This design comes from an exercise in tuning for small area and a short achievable clock period on the open sky130 flow, not from production work.
Function was checked by simulation only, so behaviour that the tests miss may differ from the original.
Power is estimated from default activity; no workload was simulated.

Design default_peripheral_system, start of the top module:
module default_peripheral_system (
	input  logic        clock,
	input  logic        rst,
	input  logic        irq_cfg_req,
	input  logic [5:0]  irq_cfg_entry,
	input  logic        irq_cfg_valid,
	input  logic        irq_cfg_mask,
	input  logic [1:0]  irq_cfg_level,
	input  logic        req,
	input  logic        rw,
	input  logic [31:0] addr,
	input  logic [31:0] wdata,
	output logic        busy,
	output logic        valid,
	output logic [31:0] rdata,
	output logic        irq_req,
	output logic [5:0]  irq_num,
	input  logic        irq_ack,
	input  logic [63:0] irq_src,
	output logic        sci_txd,
	input  logic        sci_rxd
);
==> module dps_bus_ctrl, before the edit <==
module dps_bus_ctrl (
	input  logic        clock,
	input  logic        rst,
	input  logic        req,
	input  logic        rw,
	input  logic [31:0] addr,
	input  logic [31:0] wdata,
	output logic        busy,
	output logic        valid,
	output logic [31:0] rdata,
	output logic        timer_wr,
	output logic        sci_wr,
	output logic        sci_rd,
	output logic [1:0]  offset,
	output logic [31:0] wdata_q,
	input  logic [31:0] timer_rdata,
	input  logic [31:0] sci_rdata
);
	logic        idle;
	logic        first;
	logic        rw_q;
	logic        read_q;
	logic        low_q;
	logic        a8_q;
	logic        timer_q;
	logic        sci_q;
	logic [31:0] data_q;
	logic [31:0] rd;
	assign timer_q = low_q && !a8_q;
	assign sci_q   = low_q && a8_q;
	assign rd      = (timer_q ? timer_rdata : 32'd0) | (sci_q ? sci_rdata : 32'd0);
	always_ff @(posedge clock) begin
		if (rst) begin
			busy    <= 1'b0;
			idle    <= 1'b1;
			read_q  <= 1'b0;
			valid   <= 1'b0;
		end else begin
			busy    <= idle ? req : first;
			idle    <= idle ? !req : !first;
			read_q  <= !idle && first && !rw_q;
			valid   <= read_q;
		end
		first <= idle;
	end
	always_ff @(posedge clock) begin
		rw_q   <= rw;
		offset <= addr[3:2];
		low_q  <= (addr[31:9] == 23'd0) && (addr[1:0] == 2'd0);
		a8_q   <= addr[8];
	end
	always_ff @(posedge clock) begin
		if (idle) begin
			data_q <= wdata;
		end else if (first) begin
			data_q <= rd;
		end
	end
	assign timer_wr = !idle && first && timer_q && rw_q;
	assign sci_wr   = !idle && first && sci_q && rw_q;
	assign sci_rd   = !idle && first && sci_q && !rw_q;
	assign wdata_q  = data_q;
	assign rdata    = data_q;
endmodule
==> flow/config.mk <==
export PLATFORM = sky130hd
export DESIGN_NAME = default_peripheral_system
export DESIGN_NICKNAME = default_peripheral_system
export VERILOG_FILES = /design/flow/design.v
export SDC_FILE = /design/flow/constraint.sdc
export NUM_CORES = 4
export LEC_CHECK = 0
export CAP_MARGIN = 20
export CORE_MARGIN = 2
export CORE_UTILIZATION = 65
export PLACE_DENSITY = 0.75
export SLEW_MARGIN = 20
==> flow/constraint.sdc <==
create_clock -name core_clock -period 85.0 [get_ports {clock}]
set_input_delay 17.0000 -clock core_clock [delete_from_list [all_inputs] [get_ports {clock}]]
set_output_delay 17.0000 -clock core_clock [all_outputs]
set_load 0.01 [all_outputs]
standard.sh (not shown) runs the stock make flow with config.mk's settings and CLKGATE_MAP_FILE= SYNTH_SCRIPT=/design/flow/synth_recipe.tcl, a recipe that flattens the netlist after the stock synthesis.
==> flow/flow/run.sh <==
#!/bin/bash
# The standard layout (standard.sh) with these changes:
# - synthesis maps the logic with an area-oriented ABC script (flow/abc_area.script,
#   used in place of ORFS's abc_speed.script); the flops and their names are the
#   standard synthesis's, as only the combinational logic goes through ABC;
# - the ports get plain buf_1 buffers instead of the delay cell buffer_ports picks;
# - clock tree synthesis without dummy loads and with larger sink clusters.
# Each step's full output is in the logs under orfs/logs and in *.log here.
set -euo pipefail
here=$(pwd)
rm -rf "$here/abc_scripts"
cp -r "$FLOW_HOME/scripts" "$here/abc_scripts"
cp "$here/flow/abc_area.script" "$here/abc_scripts/abc_speed.script"
export BUFFER_PORTS_ARGS="-buffer_cell sky130_fd_sc_hd__buf_1"
export CTS_ARGS="-sink_clustering_enable -repair_clock_nets -dont_use_dummy_load -buf_list {sky130_fd_sc_hd__clkbuf_8 sky130_fd_sc_hd__clkbuf_16} -sink_clustering_size 30 -sink_clustering_max_diameter 80"
export SETUP_SLACK_MARGIN=66.8
export SETUP_MOVE_SEQUENCE="sizeup,swap"
SCRIPTS_DIR="$here/abc_scripts" bash standard.sh synth > synth.log 2>&1
bash standard.sh > standard.log 2>&1
==> flow/flow/abc_area.script <==
&get -n
&st
&deepsyn -T 60
&dch -f
&nf -R 1000 -p -F 8 -A 4 -a
&st
&deepsyn -T 60
&dch -f
&nf -R 1000 -p -F 8 -A 4 -a
&put
buffer -c
topo
stime -c
upsize -c
dnsize -c
Next try:
--- a/flow/design.v
+++ b/flow/design.v
@@ -26,9 +26,8 @@
 );
 	logic        idle;
 	logic        first;
 	logic        rw_q;
-	logic        read_q;
 	logic        low_q;
 	logic        a8_q;
 	logic        timer_q;
 	logic        sci_q;
@@ -38,25 +37,25 @@
 	assign sci_q   = low_q && a8_q;
 	assign rd      = (timer_q ? timer_rdata : 32'd0) | (sci_q ? sci_rdata : 32'd0);
 	always_ff @(posedge clock) begin
 		if (rst) begin
-			busy    <= 1'b0;
-			idle    <= 1'b1;
-			read_q  <= 1'b0;
-			valid   <= 1'b0;
+			busy  <= 1'b0;
+			idle  <= 1'b1;
+			valid <= 1'b0;
 		end else begin
-			busy    <= idle ? req : first;
-			idle    <= idle ? !req : !first;
-			read_q  <= !idle && first && !rw_q;
-			valid   <= read_q;
+			busy  <= idle ? req : first;
+			idle  <= idle ? !req : !first;
+			valid <= !idle && !first && !rw_q;
 		end
 		first <= idle;
 	end
 	always_ff @(posedge clock) begin
-		rw_q   <= rw;
-		offset <= addr[3:2];
-		low_q  <= (addr[31:9] == 23'd0) && (addr[1:0] == 2'd0);
-		a8_q   <= addr[8];
+		if (idle) begin
+			rw_q   <= rw;
+			offset <= addr[3:2];
+			low_q  <= (addr[31:9] == 23'd0) && (addr[1:0] == 2'd0);
+			a8_q   <= addr[8];
+		end
 	end
 	always_ff @(posedge clock) begin
 		if (idle) begin
 			data_q <= wdata;
The new run completed without violations.
Design area climbs by 0.43%.
Sequential share of layout area barely changes.
Via count drops by 0.34%.
Register-to-register slack stays flat.
Flip-flop and latch count drops by 1.
Power drops by 1.4%.
Worst setup slack gets worse by 0.033 ns.

what the ideal ports hide:
Ports are ideal in the flow. The routed layouts listed here were re-timed in OpenROAD.
Step 1, drivers: a clkbuf_16 drives clock and a buf_2 each remaining input, both assumed.
Step 2, shift: input delay + t, output delay - t, t = (earliest + latest rising clock arrival at the registers) / 2. This alone moves slack from input paths to output paths.
Slacks: ideal ports / drivers / drivers and shift; pairs: ideal ports / drivers.
run	shift t [ns]	setup slack, ns	clock arrival spread, ns	worst register clock-pin slew, ns	cell pins on the clock port's net
the first run	0.587	66.708 / 66.655 / 66.210	0.041 / 0.040	0.12 / 0.12	1
the second run	0.591	66.675 / 66.619 / 66.208	0.046 / 0.046	0.11 / 0.11	1
After both steps setup and hold are still met in every run listed. For the first run, which loses most, drivers alone change the setup slack by -0.053 ns; drivers and shift together by -0.498 ns.
